Background: an optimization exercise with open tools, aiming at small area. Do not read the settings as production practice. Function was checked by simulation only, so behaviour that the tests miss may differ from the original. Power is estimated from default activity; no workload was simulated.

Setup of the baseline:
==> flow/design.v (excerpt) <==
module powlib_ipmaxi_rd #(
   parameter int MAX_BURST = 128,
   parameter     ID        = "IPMAXI_RD",
   parameter int EAR       = 0,
   parameter int EDBG      = 0,
   parameter int B_BPD     = 4,
   parameter int B_AW      = 32,
   localparam int B_DW     = 8*B_BPD
) (
   input  logic            clk,
   input  logic            rst,
   input  logic [B_AW-1:0] wraddr,
   input  logic [B_DW-1:0] wrdata,
   input  logic            wrvld,
   output logic            wrrdy,
   output logic            wrnf,
   output logic [B_AW-1:0] rdaddr,
   output logic [B_DW-1:0] rddata,
   output logic [1:0]      rdresp,
   output logic            rdvld,
   input  logic            rdrdy,
   output logic [B_AW-1:0] araddr,
   output logic [7:0]      arlen,
   output logic [2:0]      arsize,
   output logic [1:0]      arburst,
   output logic            arvalid,
   input  logic            arready,
   input  logic [B_DW-1:0] rdata,
   input  logic [1:0]      rresp,
   input  logic            rlast,
   input  logic            rvalid,
   output logic            rready
);
   localparam logic [7:0] PTAG = 8'(EAR) ^ 8'(EDBG) ^ 8'($bits(ID)) ^ 8'(MAX_BURST);
   logic unused_ptag_s;
   assign unused_ptag_s = ^PTAG;
   logic [29:0] hd_addr_q;
   logic [31:0] hd_len_q;
   logic        hd_vld_q;
   logic [29:0] fq_addr_q [7];
   logic [31:0] fq_len_q  [7];
   logic [2:0]  fq_cnt_q;
   logic [29:0] af_addr_q [4];
   logic [2:0]  af_cnt_q;
   logic [6:0]  boff_q;
   logic [6:0]  off_s;
   logic [7:0]  lim_s;
   logic [6:0]  lenm1_s;
   logic        zero_s, short_s, last_s, af_full_s;
   logic        arvalid_s, ar_hs_s, pop_s, push_s, push_hd_s, push_fq_s, fq_take_s;
   logic        beat_s, af_pop_s;
   logic [29:0] next_addr_s, fq_head_addr_s;
   logic [31:0] next_len_s, fq_head_len_s;
   logic [7:0]  lo_sum_s;
   assign off_s     = (&hd_addr_q[9:7]) ? hd_addr_q[6:0] : 7'd0;
   assign lim_s     = 8'd128 - {1'b0, off_s};
   assign zero_s    = (hd_len_q == 32'd0);
   assign short_s   = (hd_len_q[31:7] == 25'd0) && (hd_len_q[6:0] <= ~off_s) ;
   assign last_s    = (hd_len_q[31:8] == 24'd0) && (hd_len_q[7:0] <= lim_s);
   assign lenm1_s   = hd_len_q[6:0] - 7'd1;
   assign af_full_s = af_cnt_q[2];
   assign arvalid_s = hd_vld_q && !zero_s && !af_full_s;
   assign ar_hs_s   = arvalid_s && arready;
   assign pop_s     = hd_vld_q && (zero_s || (arready && !af_full_s && last_s));
  ...
Size: roughly 1700 cells after synthesis, roughly 630 flip-flops, ~220 I/O pins, ~0.026 sq mm of cells after synthesis.
clock: 10.0 ns
lec_check: 0
cap_margin: 20
core_margin: 2
core_utilization: 60
cts_buf_list: sky130_fd_sc_hd__clkbuf_4
cts_cluster_diameter: 50
cts_cluster_size: 10
slew_margin: 20
standard.sh (not shown) runs the stock make flow with config.mk's settings and CLKGATE_MAP_FILE= SYNTH_SCRIPT=/design/flow/synth_recipe.tcl, a recipe that flattens the netlist after the stock synthesis.
==> flow/flow/run.sh <==
#!/bin/bash
set -euo pipefail
export BUFFER_PORTS_ARGS="-buffer_cell sky130_fd_sc_hd__buf_1"
bash standard.sh > standard_flow.log 2>&1
The baseline reached the final stage; the timing, DRC and antenna checks on its layout passed.
Inputs modified between the baseline and the candidate:
- CTS_CLUSTER_SIZE changed from 10 to 8
[summary]
On combinational fraction of design power, the candidate and the baseline are neck and neck. Vias: the candidate more than the baseline. Changes observed in the candidate relative to the baseline: number of violations reported at the end of detailed-routing iteration 0 increased 28, filler cell count held, final cycle utilization of the critical path neither gained nor lost much, worst slew margin relative to its limit now sits lower. Comparing the candidate with the baseline, the detailed-routed wire length on met2 came out essentially unchanged. Between the candidate and the baseline, the switching share of total power is lower for the baseline. Between the baseline and the candidate, the static leakage power figures differ only marginally. Summary of the candidate over the baseline: final instance area flat; final design utilization essentially unchanged.

Starting RTL as in the previous note.
==> flow/config.mk <==
export PLATFORM = sky130hd
export DESIGN_NAME = powlib_ipmaxi_rd
export DESIGN_NICKNAME = powlib_ipmaxi_rd
export VERILOG_FILES = /design/flow/design.v
export SDC_FILE = /design/flow/constraint.sdc
export NUM_CORES = 4
export LEC_CHECK = 0
export CAP_MARGIN = 20
export CORE_MARGIN = 2
export CORE_UTILIZATION = 60
export CTS_BUF_LIST = sky130_fd_sc_hd__clkbuf_8
export CTS_CLUSTER_DIAMETER = 50
export CTS_CLUSTER_SIZE = 16
export SLEW_MARGIN = 20
==> flow/constraint.sdc <==
create_clock -name core_clock -period 10.0 [get_ports {clk}]
set_input_delay 2.0000 -clock core_clock [delete_from_list [all_inputs] [get_ports {clk}]]
set_output_delay 2.0000 -clock core_clock [all_outputs]
set_load 0.01 [all_outputs]
run.sh (not shown) runs the stock make flow with config.mk's settings and CLKGATE_MAP_FILE= SYNTH_SCRIPT=/design/flow/synth_recipe.tcl, a recipe that flattens the netlist after the stock synthesis.
Stock flow here: none of the scripts above is used.
The starting point produced a clean layout.
Edit:
Settings changed: CORE_UTILIZATION 60 to 40, CTS_BUF_LIST sky130_fd_sc_hd__clkbuf_8 to unset, CTS_CLUSTER_DIAMETER 50 to unset, CTS_CLUSTER_SIZE 16 to unset.
Utilization decreases by 20 points.
Sequential power is about the same.
Hold slack degrades by 0.0089 ns.
Final area increases by 5.1%.
Setup slack improves by 0.083 ns.

afterwards: timing with drivers on the ports:
The flow's constraints put no driver on any port. The routed layouts listed below were extracted and timed again, unchanged, in two steps. Step 1 assumes that a clkbuf_16 drives the clock port and a buf_2 every other input. Step 2 adds t to the input delays and takes it off the output delays; t is the mean of the earliest and latest rising clock arrival at the registers after step 1. Input paths then give back, and output paths get back, about the clock's delay inside the block. a / b / c = ideal / step 1 / step 2; a / b = the first two.
run | t (ns) | slack for setup (ns) | worst setup path at the end | worst slew at a driven data input, ns
the baseline | 0.875 | 3.847 / 3.791 / 4.625 | register to register | 0.16
the candidate | 0.873 | 3.850 / 3.791 / 4.658 | register to register | 0.14
the first run of note 2 | 0.704 | 3.478 / 3.425 / 4.130 | register to output | 0.13
the second run of note 2 | 0.665 | 3.561 / 3.500 / 3.962 | input to register | 0.12
After both steps every run listed still meets setup and hold.
